Context: an optimization exercise on an open-source flow, tuned for small area, a short achievable clock period and few clock cycles per item. The choices shown serve that exercise and are no tape-out recipe. Where RTL was checked, it was by simulation tests only, not by an equivalence proof against the original. Power and IR drop assume default switching activity.

==> v24: inputs <==
// tc_dot_product
module tc_dot_product #(
    parameter int shape_k    = SHAPE_K_DEF,
    parameter int in_width   = IN_WIDTH_DEF,
    parameter int depth_warp = DEPTH_WARP_DEF,
    parameter int fifo_depth = FIFO_DEPTH_DEF
) (
    input  logic                          clk,
    input  logic                          reset_i,
    input  logic [shape_k*in_width-1:0]   a_i,
    input  logic [shape_k*in_width-1:0]   b_i,
    input  logic [C_WIDTH-1:0]            c_i,
    input  tc_pkg::tc_op_e                        op_i,
    input  logic [IDXW_WIDTH-1:0]         ctrl_reg_idxw_i,
    input  logic [depth_warp-1:0]         ctrl_warpid_i,
    input  logic                          in_valid_i,
    input  logic                          out_ready_i,
    output logic                          in_ready_o,
    output logic                          out_valid_o,
    output logic [C_WIDTH-1:0]            result_o,
    output logic                          ovf_o,
    output logic [IDXW_WIDTH-1:0]         ctrl_reg_idxw_o,
    output logic [depth_warp-1:0]         ctrl_warpid_o
);
    localparam int S = 3;    
    logic sgn, uns;
    assign sgn = (op_i == OP_SIGNED);
    assign uns = !sgn;
    logic         adv;
    logic [S-1:0] vld_q;
    assign adv         = !vld_q[S-1] || out_ready_i;
    tc_rdy u_rdy (.v(vld_q[S-1]), .r(out_ready_i), .y(in_ready_o));
    assign out_valid_o = vld_q[S-1];
    always_ff @(posedge clk) begin
        if (reset_i) begin
            vld_q <= '0;
        end else if (adv) begin
            vld_q <= {vld_q[S-2:0], in_valid_i};
        end
    end
    logic [IDXW_WIDTH-1:0] idxw_q [S];
    logic [depth_warp-1:0] warp_q [S];
    logic [S-1:0]          sgn_q;
  ...
clock: 5.5 ns
lec_check: 0
cap_margin: 20
core_margin: 2
core_utilization: 40
cts_cluster_diameter: 100
cts_cluster_size: 30
setup_slack_margin: 2.6
slew_margin: 20
synth_hierarchical: 1
synth_minimum_keep_size: 0
tns_end_percent: 10
standard.sh (not shown) runs the stock make flow with config.mk's settings and CLKGATE_MAP_FILE= SYNTH_SCRIPT=/design/flow/synth_recipe.tcl, a recipe that flattens the netlist after the stock synthesis.
==> flow/flow/run.sh <==
#!/bin/bash
# Layout flow: the standard flow unchanged, except that the port buffers
# are sky130_fd_sc_hd__buf_2 instead of the default delay-style buffer.
export BUFFER_PORTS_ARGS="-buffer_cell sky130_fd_sc_hd__buf_2"
bash standard.sh > standard.log 2>&1
==> v32: changes against v24 <==
- CTS_CLUSTER_DIAMETER: 100 -> 60
==> v11: changes against v24 <==
- CORE_UTILIZATION: 40 -> 50
- CTS_CLUSTER_DIAMETER: 100 -> 80
- CTS_CLUSTER_SIZE: 30 -> 22
==> v9: changes against v24 <==
--- a/flow/design.v
+++ b/flow/design.v
@@ -40,45 +40,16 @@
 module tc_mux2 (
     input  logic a,
     input  logic b,
     input  logic s,
     output logic y
 );
     assign y = s ? b : a;
 endmodule
-module tc_rdy (
-    input  logic v,
-    input  logic r,
-    output logic y
-);
-    assign y = !v || r;
-endmodule
-module tc_mux2i (
-    input  logic a,
-    input  logic b,
-    input  logic s,
-    output logic y
-);
-    assign y = !(s ? b : a);
-endmodule
-module tc_xor2 (
-    input  logic x,
-    input  logic y,
-    output logic z
-);
-    assign z = x ^ y;
-endmodule
-module tc_nor2 (
-    input  logic x,
-    input  logic y,
-    output logic z
-);
-    assign z = !(x || y);
-endmodule
 `timescale 1ns/1ps
 import tc_pkg::*;
 module tc_dot_product #(
     parameter int shape_k    = SHAPE_K_DEF,
     parameter int in_width   = IN_WIDTH_DEF,
     parameter int depth_warp = DEPTH_WARP_DEF,
     parameter int fifo_depth = FIFO_DEPTH_DEF
 ) (
@@ -101,32 +72,30 @@
 );
     localparam int S = 3;    
     logic sgn, uns;
     assign sgn = (op_i == OP_SIGNED);
     assign uns = !sgn;
     logic         adv;
     logic [S-1:0] vld_q;
     assign adv         = !vld_q[S-1] || out_ready_i;
-    tc_rdy u_rdy (.v(vld_q[S-1]), .r(out_ready_i), .y(in_ready_o));
+    assign in_ready_o  = adv;
     assign out_valid_o = vld_q[S-1];
     always_ff @(posedge clk) begin
         if (reset_i) begin
             vld_q <= '0;
         end else if (adv) begin
             vld_q <= {vld_q[S-2:0], in_valid_i};
         end
     end
     logic [IDXW_WIDTH-1:0] idxw_q [S];
     logic [depth_warp-1:0] warp_q [S];
     logic [S-1:0]          sgn_q;
-    logic sgnb_q;    
     always_ff @(posedge clk) begin
         if (adv) begin
-            sgnb_q    <= sgn & in_valid_i;
             idxw_q[0] <= ctrl_reg_idxw_i;
             warp_q[0] <= ctrl_warpid_i;
             sgn_q[0]  <= sgn;
             for (int i = 1; i < S; i++) begin
                 idxw_q[i] <= idxw_q[i-1];
                 warp_q[i] <= warp_q[i-1];
                 sgn_q[i]  <= sgn_q[i-1];
             end
@@ -2564,57 +2533,57 @@
     tc_fa u_fa345 (.a(c1051), .b(s1054), .ci(c1053), .s(s1204), .co(c1205));
     tc_fa u_fa346 (.a(s840), .b(s842), .ci(c1055), .s(s1206), .co(c1207));
     tc_fa u_fa347 (.a(c1057), .b(s1060), .ci(c1059), .s(s1208), .co(c1209));
     tc_fa u_fa348 (.a(s850), .b(s852), .ci(c1061), .s(s1210), .co(c1211));
     tc_fa u_fa349 (.a(c1063), .b(s1066), .ci(c1065), .s(s1212), .co(c1213));
     tc_fa u_fa350 (.a(c851), .b(c853), .ci(c1067), .s(s1214), .co(c1215));
     tc_fa u_fa351 (.a(c1069), .b(c1071), .ci(s1072), .s(s1216), .co(c1217));
     assign sx1218 = t1_q[67] ^ sgn_q[0];
-    assign sx1219 = t1_q[68] ^ sgnb_q;
+    assign sx1219 = t1_q[68] ^ sgn_q[0];
     assign sx1220 = t1_q[85] ^ sgn_q[0];
-    assign sx1221 = t1_q[86] ^ sgnb_q;
+    assign sx1221 = t1_q[86] ^ sgn_q[0];
     assign sx1222 = t1_q[87] ^ sgn_q[0];
-    assign sx1223 = t1_q[101] ^ sgnb_q;
+    assign sx1223 = t1_q[101] ^ sgn_q[0];
     assign sx1224 = t1_q[102] ^ sgn_q[0];
-    assign sx1225 = t1_q[103] ^ sgnb_q;
+    assign sx1225 = t1_q[103] ^ sgn_q[0];
     assign sx1226 = t1_q[104] ^ sgn_q[0];
-    assign sx1227 = t1_q[105] ^ sgnb_q;
+    assign sx1227 = t1_q[105] ^ sgn_q[0];
     assign sx1228 = t1_q[106] ^ sgn_q[0];
-    assign sx1229 = t1_q[119] ^ sgnb_q;
+    assign sx1229 = t1_q[119] ^ sgn_q[0];
     assign sx1230 = t1_q[120] ^ sgn_q[0];
-    assign sx1231 = t1_q[121] ^ sgnb_q;
+    assign sx1231 = t1_q[121] ^ sgn_q[0];
     assign sx1232 = t1_q[122] ^ sgn_q[0];
-    assign sx1233 = t1_q[123] ^ sgnb_q;
+    assign sx1233 = t1_q[123] ^ sgn_q[0];
     assign sx1234 = t1_q[124] ^ sgn_q[0];
-    assign sx1235 = t1_q[134] ^ sgnb_q;
+    assign sx1235 = t1_q[134] ^ sgn_q[0];
     assign sx1236 = t1_q[135] ^ sgn_q[0];
-    assign sx1237 = t1_q[136] ^ sgnb_q;
+    assign sx1237 = t1_q[136] ^ sgn_q[0];
     assign sx1238 = t1_q[137] ^ sgn_q[0];
-    assign sx1239 = t1_q[138] ^ sgnb_q;
+    assign sx1239 = t1_q[138] ^ sgn_q[0];
     assign sx1240 = t1_q[139] ^ sgn_q[0];
-    assign sx1241 = t1_q[147] ^ sgnb_q;
+    assign sx1241 = t1_q[147] ^ sgn_q[0];
     assign sx1242 = t1_q[148] ^ sgn_q[0];
-    assign sx1243 = t1_q[149] ^ sgnb_q;
+    assign sx1243 = t1_q[149] ^ sgn_q[0];
     assign sx1244 = t1_q[150] ^ sgn_q[0];
-    assign sx1245 = t1_q[151] ^ sgnb_q;
+    assign sx1245 = t1_q[151] ^ sgn_q[0];
     assign sx1246 = t1_q[152] ^ sgn_q[0];
-    assign sx1247 = t1_q[158] ^ sgnb_q;
+    assign sx1247 = t1_q[158] ^ sgn_q[0];
     assign sx1248 = t1_q[159] ^ sgn_q[0];
-    assign sx1249 = t1_q[160] ^ sgnb_q;
+    assign sx1249 = t1_q[160] ^ sgn_q[0];
     assign sx1250 = t1_q[161] ^ sgn_q[0];
-    assign sx1251 = t1_q[162] ^ sgnb_q;
+    assign sx1251 = t1_q[162] ^ sgn_q[0];
     assign sx1252 = t1_q[163] ^ sgn_q[0];
-    assign sx1253 = t1_q[167] ^ sgnb_q;
+    assign sx1253 = t1_q[167] ^ sgn_q[0];
     assign sx1254 = t1_q[168] ^ sgn_q[0];
-    assign sx1255 = t1_q[169] ^ sgnb_q;
+    assign sx1255 = t1_q[169] ^ sgn_q[0];
     assign sx1256 = t1_q[170] ^ sgn_q[0];
-    assign sx1257 = t1_q[173] ^ sgnb_q;
+    assign sx1257 = t1_q[173] ^ sgn_q[0];
     assign sx1258 = t1_q[174] ^ sgn_q[0];
-    assign sx1259 = t1_q[175] ^ sgnb_q;
+    assign sx1259 = t1_q[175] ^ sgn_q[0];
     tc_fa u_fa352 (.a(t1_q[36]), .b(t1_q[37]), .ci(t1_q[38]), .s(s1260), .co(c1261));
     tc_fa u_fa353 (.a(t1_q[51]), .b(t1_q[52]), .ci(t1_q[53]), .s(s1262), .co(c1263));
     tc_fa u_fa354 (.a(t1_q[54]), .b(t1_q[55]), .ci(t1_q[56]), .s(s1264), .co(c1265));
     tc_fa u_fa355 (.a(t1_q[57]), .b(t1_q[58]), .ci(t1_q[59]), .s(s1266), .co(c1267));
     tc_fa u_fa356 (.a(t1_q[69]), .b(t1_q[70]), .ci(t1_q[71]), .s(s1268), .co(c1269));
     tc_fa u_fa357 (.a(t1_q[72]), .b(t1_q[73]), .ci(t1_q[74]), .s(s1270), .co(c1271));
     tc_fa u_fa358 (.a(t1_q[75]), .b(t1_q[76]), .ci(t1_q[77]), .s(s1272), .co(c1273));
     tc_fa u_fa359 (.a(t1_q[78]), .b(t1_q[79]), .ci(t1_q[80]), .s(s1274), .co(c1275));
@@ -2790,24 +2759,19 @@
     logic [15:0]   sum;
     logic          sat_ovf;
     logic [15:0]   sat_val;
     logic [15:0]   clamp;
     assign sgn_t = sgn_q[1];
     assign ra  = ~{t2_q[67], c1535, c1567, c1565, c1563, c1561, c1559, c1557, c1555, c1553, c1551, c1549, c1547, c1545, c1543, c1541, c1539, c1537, t2_q[3], t2_q[0]};
     assign rb  = ~{1'b1, c1569, s1568, s1566, s1564, s1562, s1560, s1558, s1556, s1554, s1552, s1550, s1548, s1546, s1544, s1542, s1540, s1538, s1536, 1'b1};
     logic [19:0] pg_g, pg_p, pg_o;
-    logic [19:0] rai, rbi;
-    assign rai = {t2_q[67], c1535, c1567, c1565, c1563, c1561, c1559, c1557, c1555, c1553, c1551, c1549, c1547, c1545, c1543, c1541, c1539, c1537, t2_q[3], t2_q[0]};
-    assign rbi = {1'b1, c1569, s1568, s1566, s1564, s1562, s1560, s1558, s1556, s1554, s1552, s1550, s1548, s1546, s1544, s1542, s1540, s1538, s1536, 1'b1};
-    for (genvar i = 0; i < 20; i++) begin : g_pg
-        tc_xor2 u_p (.x(rai[i]), .y(rbi[i]), .z(pg_p[i]));
-        tc_nor2 u_g (.x(rai[i]), .y(rbi[i]), .z(pg_g[i]));
-    end
-    assign pg_o = ~(rai & rbi);
+    assign pg_g = ra & rb;
+    assign pg_p = ra ^ rb;
+    assign pg_o = ra | rb;
     logic kg1, kp1;
     tc_aoi21 u_kg1 (.g(pg_g[1]), .p(pg_p[1]), .gl(pg_g[0]), .y(kg1));
     assign kp1 = ~(pg_p[1] & pg_p[0]);
     logic kg2, kp2;
     tc_aoi21 u_kg2 (.g(pg_g[2]), .p(pg_p[2]), .gl(pg_g[1]), .y(kg2));
     assign kp2 = ~(pg_p[2] & pg_p[1]);
     logic kg3, kp3;
     tc_aoi21 u_kg3 (.g(pg_g[3]), .p(pg_p[3]), .gl(pg_g[2]), .y(kg3));
@@ -2984,28 +2948,24 @@
     logic ovf_c0, ovf_c1;     
     assign zr  = (pg_p[17] == pg_o[16]) & (pg_p[18] == pg_o[17]) & (pg_p[19] == pg_o[18]);
     assign z31 = (pg_p[16] != pg_g[15]) & (pg_p[17] != pg_g[16]) &
                  (pg_p[18] != pg_g[17]) & (pg_p[19] != pg_g[18]);
     assign ovf_c0 = sgn_t ? !((!pg_p[15] & (pg_p[16] == pg_o[15]) & zr) | (pg_p[15] & z31))
                           : !(zr & ((!pg_p[15] & (pg_p[16] == pg_o[15])) | (pg_p[15] & (pg_p[16] == pg_g[15]))));
     assign ovf_c1 = sgn_t ? !((pg_p[15] & (pg_p[16] == pg_o[15]) & zr) | (!pg_p[15] & z31))
                           : !(zr & ((pg_p[15] & (pg_p[16] == pg_o[15])) | (!pg_p[15] & (pg_p[16] == pg_g[15]))));
-    logic sat_ovfn, negn;
-    tc_mux2i u_ovf (.a(ovf_c0), .b(ovf_c1), .s(cy[15]), .y(sat_ovfn));
-    tc_mux2i u_neg (.a(neg0), .b(neg1), .s(cy[15]), .y(negn));
-    assign sat_ovf = !sat_ovfn;
-    assign neg = !negn;
+    tc_mux2 u_ovf (.a(ovf_c0), .b(ovf_c1), .s(cy[15]), .y(sat_ovf));
+    tc_mux2 u_neg (.a(neg0), .b(neg1), .s(cy[15]), .y(neg));
     logic [15:0] sum_q;
-    logic        ovfn_q, negn_q;
+    logic        neg_q;
     always_ff @(posedge clk) begin
         if (adv) begin
-            sum_q  <= sum;
-            ovfn_q <= sat_ovfn;
-            negn_q <= negn;
+            sum_q <= sum;
+            ovf_o <= sat_ovf;
+            neg_q <= neg;
         end
     end
-    assign clamp    = sgn_q[S-1] ? {!negn_q, {15{negn_q}}} : 16'hffff;
-    assign ovf_o    = !ovfn_q;
-    assign result_o = ovfn_q ? sum_q : clamp;
+    assign clamp    = sgn_q[S-1] ? {neg_q, {15{!neg_q}}} : 16'hffff;
+    assign result_o = ovf_o ? clamp : sum_q;
     assign ctrl_reg_idxw_o = idxw_q[S-1];
     assign ctrl_warpid_o   = warp_q[S-1];
 endmodule
- CTS_CLUSTER_DIAMETER: 100 -> default
- CTS_CLUSTER_SIZE: 30 -> default
==> summary of the runs <==
Worst hold slack, lowest first: v9, v32, v11, v24.
Power: v11 < v24 < v32 < v9.
Die area: v24 is smaller than v9 (0.67%).
Clock-buffer cell count: v24 < v11 < v32 < v9.
Between v11 and v24, the lower setup slack is in v11 (gap 0.087 ns).
In area after synthesis, v24 and v32 do not differ.
Testbench counts of v24, summed over its fixed seeds: cycles 3,224, items 3,200.
Testbench counts of v32, summed over its fixed seeds: cycles 3,224, items 3,200.
Testbench counts of v11, summed over its fixed seeds: cycles 3,224, items 3,200.
Function not checked in v9: the RTL went through the layout flow alone.

========
==> run a: inputs <==
tc_dot_product, a different RTL version from the one above (not shown whole).
export LEC_CHECK = 0
export CAP_MARGIN = 20
export CORE_MARGIN = 2
export CORE_UTILIZATION = 40
export SETUP_SLACK_MARGIN = 2.8
export SLEW_MARGIN = 20
export SYNTH_HIERARCHICAL = 1
export SYNTH_MINIMUM_KEEP_SIZE = 0
export TNS_END_PERCENT = 5
create_clock -name core_clock -period 5.5 [get_ports {clk}]
Scripts as last shown in full above: flow/flow/run.sh
==> run b: changes against run a <==
--- a/flow/design.v
+++ b/flow/design.v
@@ -47,16 +47,38 @@
 endmodule
 module tc_rdy (
     input  logic v,
     input  logic r,
     output logic y
 );
     assign y = !v || r;
 endmodule
+module tc_mux2i (
+    input  logic a,
+    input  logic b,
+    input  logic s,
+    output logic y
+);
+    assign y = !(s ? b : a);
+endmodule
+module tc_xor2 (
+    input  logic x,
+    input  logic y,
+    output logic z
+);
+    assign z = x ^ y;
+endmodule
+module tc_nor2 (
+    input  logic x,
+    input  logic y,
+    output logic z
+);
+    assign z = !(x || y);
+endmodule
 `timescale 1ns/1ps
 import tc_pkg::*;
 module tc_dot_product #(
     parameter int shape_k    = SHAPE_K_DEF,
     parameter int in_width   = IN_WIDTH_DEF,
     parameter int depth_warp = DEPTH_WARP_DEF,
     parameter int fifo_depth = FIFO_DEPTH_DEF
 ) (
@@ -2766,19 +2788,24 @@
     logic [15:0]   sum;
     logic          sat_ovf;
     logic [15:0]   sat_val;
     logic [15:0]   clamp;
     assign sgn_t = sgn_q[1];
     assign ra  = ~{t2_q[67], c1535, c1567, c1565, c1563, c1561, c1559, c1557, c1555, c1553, c1551, c1549, c1547, c1545, c1543, c1541, c1539, c1537, t2_q[3], t2_q[0]};
     assign rb  = ~{1'b1, c1569, s1568, s1566, s1564, s1562, s1560, s1558, s1556, s1554, s1552, s1550, s1548, s1546, s1544, s1542, s1540, s1538, s1536, 1'b1};
     logic [19:0] pg_g, pg_p, pg_o;
-    assign pg_g = ra & rb;
-    assign pg_p = ra ^ rb;
-    assign pg_o = ra | rb;
+    logic [19:0] rai, rbi;
+    assign rai = {t2_q[67], c1535, c1567, c1565, c1563, c1561, c1559, c1557, c1555, c1553, c1551, c1549, c1547, c1545, c1543, c1541, c1539, c1537, t2_q[3], t2_q[0]};
+    assign rbi = {1'b1, c1569, s1568, s1566, s1564, s1562, s1560, s1558, s1556, s1554, s1552, s1550, s1548, s1546, s1544, s1542, s1540, s1538, s1536, 1'b1};
+    for (genvar i = 0; i < 20; i++) begin : g_pg
+        tc_xor2 u_p (.x(rai[i]), .y(rbi[i]), .z(pg_p[i]));
+        tc_nor2 u_g (.x(rai[i]), .y(rbi[i]), .z(pg_g[i]));
+    end
+    assign pg_o = ~(rai & rbi);
     logic kg1, kp1;
     tc_aoi21 u_kg1 (.g(pg_g[1]), .p(pg_p[1]), .gl(pg_g[0]), .y(kg1));
     assign kp1 = ~(pg_p[1] & pg_p[0]);
     logic kg2, kp2;
     tc_aoi21 u_kg2 (.g(pg_g[2]), .p(pg_p[2]), .gl(pg_g[1]), .y(kg2));
     assign kp2 = ~(pg_p[2] & pg_p[1]);
     logic kg3, kp3;
     tc_aoi21 u_kg3 (.g(pg_g[3]), .p(pg_p[3]), .gl(pg_g[2]), .y(kg3));
@@ -2955,24 +2982,28 @@
     logic ovf_c0, ovf_c1;     
     assign zr  = (pg_p[17] == pg_o[16]) & (pg_p[18] == pg_o[17]) & (pg_p[19] == pg_o[18]);
     assign z31 = (pg_p[16] != pg_g[15]) & (pg_p[17] != pg_g[16]) &
                  (pg_p[18] != pg_g[17]) & (pg_p[19] != pg_g[18]);
     assign ovf_c0 = sgn_t ? !((!pg_p[15] & (pg_p[16] == pg_o[15]) & zr) | (pg_p[15] & z31))
                           : !(zr & ((!pg_p[15] & (pg_p[16] == pg_o[15])) | (pg_p[15] & (pg_p[16] == pg_g[15]))));
     assign ovf_c1 = sgn_t ? !((pg_p[15] & (pg_p[16] == pg_o[15]) & zr) | (!pg_p[15] & z31))
                           : !(zr & ((pg_p[15] & (pg_p[16] == pg_o[15])) | (!pg_p[15] & (pg_p[16] == pg_g[15]))));
-    tc_mux2 u_ovf (.a(ovf_c0), .b(ovf_c1), .s(cy[15]), .y(sat_ovf));
-    tc_mux2 u_neg (.a(neg0), .b(neg1), .s(cy[15]), .y(neg));
+    logic sat_ovfn, negn;
+    tc_mux2i u_ovf (.a(ovf_c0), .b(ovf_c1), .s(cy[15]), .y(sat_ovfn));
+    tc_mux2i u_neg (.a(neg0), .b(neg1), .s(cy[15]), .y(negn));
+    assign sat_ovf = !sat_ovfn;
+    assign neg = !negn;
     logic [15:0] sum_q;
-    logic        neg_q;
+    logic        ovfn_q, negn_q;
     always_ff @(posedge clk) begin
         if (adv) begin
-            sum_q <= sum;
-            ovf_o <= sat_ovf;
-            neg_q <= neg;
+            sum_q  <= sum;
+            ovfn_q <= sat_ovfn;
+            negn_q <= negn;
         end
     end
-    assign clamp    = sgn_q[S-1] ? {neg_q, {15{!neg_q}}} : 16'hffff;
-    assign result_o = ovf_o ? clamp : sum_q;
+    assign clamp    = sgn_q[S-1] ? {!negn_q, {15{negn_q}}} : 16'hffff;
+    assign ovf_o    = !ovfn_q;
+    assign result_o = ovfn_q ? sum_q : clamp;
     assign ctrl_reg_idxw_o = idxw_q[S-1];
     assign ctrl_warpid_o   = warp_q[S-1];
 endmodule
Settings changed: SETUP_SLACK_MARGIN 2.8 to 2.6, TNS_END_PERCENT 5 to 10.
==> run c: changes against run a <==
--- a/flow/design.v
+++ b/flow/design.v
@@ -47,16 +47,38 @@
 endmodule
 module tc_rdy (
     input  logic v,
     input  logic r,
     output logic y
 );
     assign y = !v || r;
 endmodule
+module tc_mux2i (
+    input  logic a,
+    input  logic b,
+    input  logic s,
+    output logic y
+);
+    assign y = !(s ? b : a);
+endmodule
+module tc_xor2 (
+    input  logic x,
+    input  logic y,
+    output logic z
+);
+    assign z = x ^ y;
+endmodule
+module tc_nor2 (
+    input  logic x,
+    input  logic y,
+    output logic z
+);
+    assign z = !(x || y);
+endmodule
 `timescale 1ns/1ps
 import tc_pkg::*;
 module tc_dot_product #(
     parameter int shape_k    = SHAPE_K_DEF,
     parameter int in_width   = IN_WIDTH_DEF,
     parameter int depth_warp = DEPTH_WARP_DEF,
     parameter int fifo_depth = FIFO_DEPTH_DEF
 ) (
@@ -91,18 +113,20 @@
             vld_q <= '0;
         end else if (adv) begin
             vld_q <= {vld_q[S-2:0], in_valid_i};
         end
     end
     logic [IDXW_WIDTH-1:0] idxw_q [S];
     logic [depth_warp-1:0] warp_q [S];
     logic [S-1:0]          sgn_q;
+    logic sgnb_q;    
     always_ff @(posedge clk) begin
         if (adv) begin
+            sgnb_q    <= sgn & in_valid_i;
             idxw_q[0] <= ctrl_reg_idxw_i;
             warp_q[0] <= ctrl_warpid_i;
             sgn_q[0]  <= sgn;
             for (int i = 1; i < S; i++) begin
                 idxw_q[i] <= idxw_q[i-1];
                 warp_q[i] <= warp_q[i-1];
                 sgn_q[i]  <= sgn_q[i-1];
             end
@@ -2540,57 +2564,57 @@
     tc_fa u_fa345 (.a(c1051), .b(s1054), .ci(c1053), .s(s1204), .co(c1205));
     tc_fa u_fa346 (.a(s840), .b(s842), .ci(c1055), .s(s1206), .co(c1207));
     tc_fa u_fa347 (.a(c1057), .b(s1060), .ci(c1059), .s(s1208), .co(c1209));
     tc_fa u_fa348 (.a(s850), .b(s852), .ci(c1061), .s(s1210), .co(c1211));
     tc_fa u_fa349 (.a(c1063), .b(s1066), .ci(c1065), .s(s1212), .co(c1213));
     tc_fa u_fa350 (.a(c851), .b(c853), .ci(c1067), .s(s1214), .co(c1215));
     tc_fa u_fa351 (.a(c1069), .b(c1071), .ci(s1072), .s(s1216), .co(c1217));
     assign sx1218 = t1_q[67] ^ sgn_q[0];
-    assign sx1219 = t1_q[68] ^ sgn_q[0];
+    assign sx1219 = t1_q[68] ^ sgnb_q;
     assign sx1220 = t1_q[85] ^ sgn_q[0];
-    assign sx1221 = t1_q[86] ^ sgn_q[0];
+    assign sx1221 = t1_q[86] ^ sgnb_q;
     assign sx1222 = t1_q[87] ^ sgn_q[0];
-    assign sx1223 = t1_q[101] ^ sgn_q[0];
+    assign sx1223 = t1_q[101] ^ sgnb_q;
     assign sx1224 = t1_q[102] ^ sgn_q[0];
-    assign sx1225 = t1_q[103] ^ sgn_q[0];
+    assign sx1225 = t1_q[103] ^ sgnb_q;
     assign sx1226 = t1_q[104] ^ sgn_q[0];
-    assign sx1227 = t1_q[105] ^ sgn_q[0];
+    assign sx1227 = t1_q[105] ^ sgnb_q;
     assign sx1228 = t1_q[106] ^ sgn_q[0];
-    assign sx1229 = t1_q[119] ^ sgn_q[0];
+    assign sx1229 = t1_q[119] ^ sgnb_q;
     assign sx1230 = t1_q[120] ^ sgn_q[0];
-    assign sx1231 = t1_q[121] ^ sgn_q[0];
+    assign sx1231 = t1_q[121] ^ sgnb_q;
     assign sx1232 = t1_q[122] ^ sgn_q[0];
-    assign sx1233 = t1_q[123] ^ sgn_q[0];
+    assign sx1233 = t1_q[123] ^ sgnb_q;
     assign sx1234 = t1_q[124] ^ sgn_q[0];
-    assign sx1235 = t1_q[134] ^ sgn_q[0];
+    assign sx1235 = t1_q[134] ^ sgnb_q;
     assign sx1236 = t1_q[135] ^ sgn_q[0];
-    assign sx1237 = t1_q[136] ^ sgn_q[0];
+    assign sx1237 = t1_q[136] ^ sgnb_q;
     assign sx1238 = t1_q[137] ^ sgn_q[0];
-    assign sx1239 = t1_q[138] ^ sgn_q[0];
+    assign sx1239 = t1_q[138] ^ sgnb_q;
     assign sx1240 = t1_q[139] ^ sgn_q[0];
-    assign sx1241 = t1_q[147] ^ sgn_q[0];
+    assign sx1241 = t1_q[147] ^ sgnb_q;
     assign sx1242 = t1_q[148] ^ sgn_q[0];
-    assign sx1243 = t1_q[149] ^ sgn_q[0];
+    assign sx1243 = t1_q[149] ^ sgnb_q;
     assign sx1244 = t1_q[150] ^ sgn_q[0];
-    assign sx1245 = t1_q[151] ^ sgn_q[0];
+    assign sx1245 = t1_q[151] ^ sgnb_q;
     assign sx1246 = t1_q[152] ^ sgn_q[0];
-    assign sx1247 = t1_q[158] ^ sgn_q[0];
+    assign sx1247 = t1_q[158] ^ sgnb_q;
     assign sx1248 = t1_q[159] ^ sgn_q[0];
-    assign sx1249 = t1_q[160] ^ sgn_q[0];
+    assign sx1249 = t1_q[160] ^ sgnb_q;
     assign sx1250 = t1_q[161] ^ sgn_q[0];
-    assign sx1251 = t1_q[162] ^ sgn_q[0];
+    assign sx1251 = t1_q[162] ^ sgnb_q;
     assign sx1252 = t1_q[163] ^ sgn_q[0];
-    assign sx1253 = t1_q[167] ^ sgn_q[0];
+    assign sx1253 = t1_q[167] ^ sgnb_q;
     assign sx1254 = t1_q[168] ^ sgn_q[0];
-    assign sx1255 = t1_q[169] ^ sgn_q[0];
+    assign sx1255 = t1_q[169] ^ sgnb_q;
     assign sx1256 = t1_q[170] ^ sgn_q[0];
-    assign sx1257 = t1_q[173] ^ sgn_q[0];
+    assign sx1257 = t1_q[173] ^ sgnb_q;
     assign sx1258 = t1_q[174] ^ sgn_q[0];
-    assign sx1259 = t1_q[175] ^ sgn_q[0];
+    assign sx1259 = t1_q[175] ^ sgnb_q;
     tc_fa u_fa352 (.a(t1_q[36]), .b(t1_q[37]), .ci(t1_q[38]), .s(s1260), .co(c1261));
     tc_fa u_fa353 (.a(t1_q[51]), .b(t1_q[52]), .ci(t1_q[53]), .s(s1262), .co(c1263));
     tc_fa u_fa354 (.a(t1_q[54]), .b(t1_q[55]), .ci(t1_q[56]), .s(s1264), .co(c1265));
     tc_fa u_fa355 (.a(t1_q[57]), .b(t1_q[58]), .ci(t1_q[59]), .s(s1266), .co(c1267));
     tc_fa u_fa356 (.a(t1_q[69]), .b(t1_q[70]), .ci(t1_q[71]), .s(s1268), .co(c1269));
     tc_fa u_fa357 (.a(t1_q[72]), .b(t1_q[73]), .ci(t1_q[74]), .s(s1270), .co(c1271));
     tc_fa u_fa358 (.a(t1_q[75]), .b(t1_q[76]), .ci(t1_q[77]), .s(s1272), .co(c1273));
     tc_fa u_fa359 (.a(t1_q[78]), .b(t1_q[79]), .ci(t1_q[80]), .s(s1274), .co(c1275));
@@ -2766,19 +2790,24 @@
     logic [15:0]   sum;
     logic          sat_ovf;
     logic [15:0]   sat_val;
     logic [15:0]   clamp;
     assign sgn_t = sgn_q[1];
     assign ra  = ~{t2_q[67], c1535, c1567, c1565, c1563, c1561, c1559, c1557, c1555, c1553, c1551, c1549, c1547, c1545, c1543, c1541, c1539, c1537, t2_q[3], t2_q[0]};
     assign rb  = ~{1'b1, c1569, s1568, s1566, s1564, s1562, s1560, s1558, s1556, s1554, s1552, s1550, s1548, s1546, s1544, s1542, s1540, s1538, s1536, 1'b1};
     logic [19:0] pg_g, pg_p, pg_o;
-    assign pg_g = ra & rb;
-    assign pg_p = ra ^ rb;
-    assign pg_o = ra | rb;
+    logic [19:0] rai, rbi;
+    assign rai = {t2_q[67], c1535, c1567, c1565, c1563, c1561, c1559, c1557, c1555, c1553, c1551, c1549, c1547, c1545, c1543, c1541, c1539, c1537, t2_q[3], t2_q[0]};
+    assign rbi = {1'b1, c1569, s1568, s1566, s1564, s1562, s1560, s1558, s1556, s1554, s1552, s1550, s1548, s1546, s1544, s1542, s1540, s1538, s1536, 1'b1};
+    for (genvar i = 0; i < 20; i++) begin : g_pg
+        tc_xor2 u_p (.x(rai[i]), .y(rbi[i]), .z(pg_p[i]));
+        tc_nor2 u_g (.x(rai[i]), .y(rbi[i]), .z(pg_g[i]));
+    end
+    assign pg_o = ~(rai & rbi);
     logic kg1, kp1;
     tc_aoi21 u_kg1 (.g(pg_g[1]), .p(pg_p[1]), .gl(pg_g[0]), .y(kg1));
     assign kp1 = ~(pg_p[1] & pg_p[0]);
     logic kg2, kp2;
     tc_aoi21 u_kg2 (.g(pg_g[2]), .p(pg_p[2]), .gl(pg_g[1]), .y(kg2));
     assign kp2 = ~(pg_p[2] & pg_p[1]);
     logic kg3, kp3;
     tc_aoi21 u_kg3 (.g(pg_g[3]), .p(pg_p[3]), .gl(pg_g[2]), .y(kg3));
@@ -2955,24 +2984,28 @@
     logic ovf_c0, ovf_c1;     
     assign zr  = (pg_p[17] == pg_o[16]) & (pg_p[18] == pg_o[17]) & (pg_p[19] == pg_o[18]);
     assign z31 = (pg_p[16] != pg_g[15]) & (pg_p[17] != pg_g[16]) &
                  (pg_p[18] != pg_g[17]) & (pg_p[19] != pg_g[18]);
     assign ovf_c0 = sgn_t ? !((!pg_p[15] & (pg_p[16] == pg_o[15]) & zr) | (pg_p[15] & z31))
                           : !(zr & ((!pg_p[15] & (pg_p[16] == pg_o[15])) | (pg_p[15] & (pg_p[16] == pg_g[15]))));
     assign ovf_c1 = sgn_t ? !((pg_p[15] & (pg_p[16] == pg_o[15]) & zr) | (!pg_p[15] & z31))
                           : !(zr & ((pg_p[15] & (pg_p[16] == pg_o[15])) | (!pg_p[15] & (pg_p[16] == pg_g[15]))));
-    tc_mux2 u_ovf (.a(ovf_c0), .b(ovf_c1), .s(cy[15]), .y(sat_ovf));
-    tc_mux2 u_neg (.a(neg0), .b(neg1), .s(cy[15]), .y(neg));
+    logic sat_ovfn, negn;
+    tc_mux2i u_ovf (.a(ovf_c0), .b(ovf_c1), .s(cy[15]), .y(sat_ovfn));
+    tc_mux2i u_neg (.a(neg0), .b(neg1), .s(cy[15]), .y(negn));
+    assign sat_ovf = !sat_ovfn;
+    assign neg = !negn;
     logic [15:0] sum_q;
-    logic        neg_q;
+    logic        ovfn_q, negn_q;
     always_ff @(posedge clk) begin
         if (adv) begin
-            sum_q <= sum;
-            ovf_o <= sat_ovf;
-            neg_q <= neg;
+            sum_q  <= sum;
+            ovfn_q <= sat_ovfn;
+            negn_q <= negn;
         end
     end
-    assign clamp    = sgn_q[S-1] ? {neg_q, {15{!neg_q}}} : 16'hffff;
-    assign result_o = ovf_o ? clamp : sum_q;
+    assign clamp    = sgn_q[S-1] ? {!negn_q, {15{negn_q}}} : 16'hffff;
+    assign ovf_o    = !ovfn_q;
+    assign result_o = ovfn_q ? sum_q : clamp;
     assign ctrl_reg_idxw_o = idxw_q[S-1];
     assign ctrl_warpid_o   = warp_q[S-1];
 endmodule
Settings changed: CTS_CLUSTER_DIAMETER set to 80, CTS_CLUSTER_SIZE set to 22, SETUP_SLACK_MARGIN 2.8 to 2.6, TNS_END_PERCENT 5 to 10.
==> results.txt <==
Status: run b complete, no violations; run a complete, no violations; run c complete, no violations
Cells on worst reg2reg path: run b 6; run a 11; run c 6
Basic-gate share of the synthesized area counting and, or, nand and nor cells: run b 9.37%; run a 9.15%; run c 9.38%
Routed wire length on met3: run b 4.92 mm; run a 5.10 mm; run c 5.75 mm
Largest net degree at the start of global routing: run b 95; run a 162; run c 101
Antenna cells: run b 0; run a 0; run c 1
Multi-input gate share of total cell area: run b 52.3%; run a 52.3%; run c 52.6%
Via count of the routed design: run b 13951; run a 14229; run c 14248
Filler cell count in the final layout: run b 5186; run a 5161; run c 5165
Combinational cell fraction of total power: run b 61.5%; run a 65.5%; run c 62.2%
Detailed Route WL: run b 71.1 mm; run a 69.7 mm; run c 73.6 mm
Cell area after placement: run b 24900 sq um; run a 25100 sq um; run c 24900 sq um
Number of flip-flops and latches: run b 303; run a 303; run c 304
Clock buf count: run b 43; run a 43; run c 28
Met3 global-route usage: run b 4.35%; run a 4.73%; run c 4.59%
Slew at the pin closest to its max-slew limit: run b 0.745 ns; run a 0.955 ns; run c 0.805 ns
Final Hold Slack: run b 0.415 ns; run a 0.416 ns; run c 0.423 ns
Cell count after synthesis: run b 1750; run a 1784; run c 1753
Testbench counts of run c, summed over its fixed seeds: cycles 3,224, items 3,200.
No functional check of the RTL was part of run a and run b.

static timing again, ports no longer ideal:
No port has a modelled driver above. Below, the same layouts with a new extraction and two added sets of constraints.
Step 1 (the two cells are an assumption about what drives the block):
set clk [get_ports {clk}]
set_driving_cell -lib_cell sky130_fd_sc_hd__clkbuf_16 $clk
set_driving_cell -lib_cell sky130_fd_sc_hd__buf_2 [delete_from_list [all_inputs] $clk]
Step 2, shift: input delay + t, output delay - t, t = (earliest + latest rising clock arrival at the registers) / 2. This alone moves slack from input paths to output paths.
a / b / c = ideal ports / drivers / drivers and shift; a / b = the first two.
run	t (ns)	setup slack, ns	hold WS [ns]
v24	0.601	2.590 / 2.605 / 2.013	0.428 / 0.428 / 0.428
v32	0.620	2.595 / 2.595 / 2.004	0.419 / 0.419 / 0.419
v11	0.601	2.503 / 2.503 / 2.057	0.423 / 0.423 / 0.423
v9	0.607	2.521 / 2.521 / 2.055	0.415 / 0.415 / 0.415
run a	0.598	2.506 / 2.506 / 2.056	0.416 / 0.416 / 0.416
run b	0.608	2.550 / 2.550 / 2.065	0.415 / 0.415 / 0.415
run c	0.639	2.606 / 2.610 / 1.997	0.423 / 0.423 / 0.423
After both steps every run listed still meets setup and hold. The setup slack of run c, which loses most, moves by +0.004 ns with the drivers and by -0.609 ns with both steps.
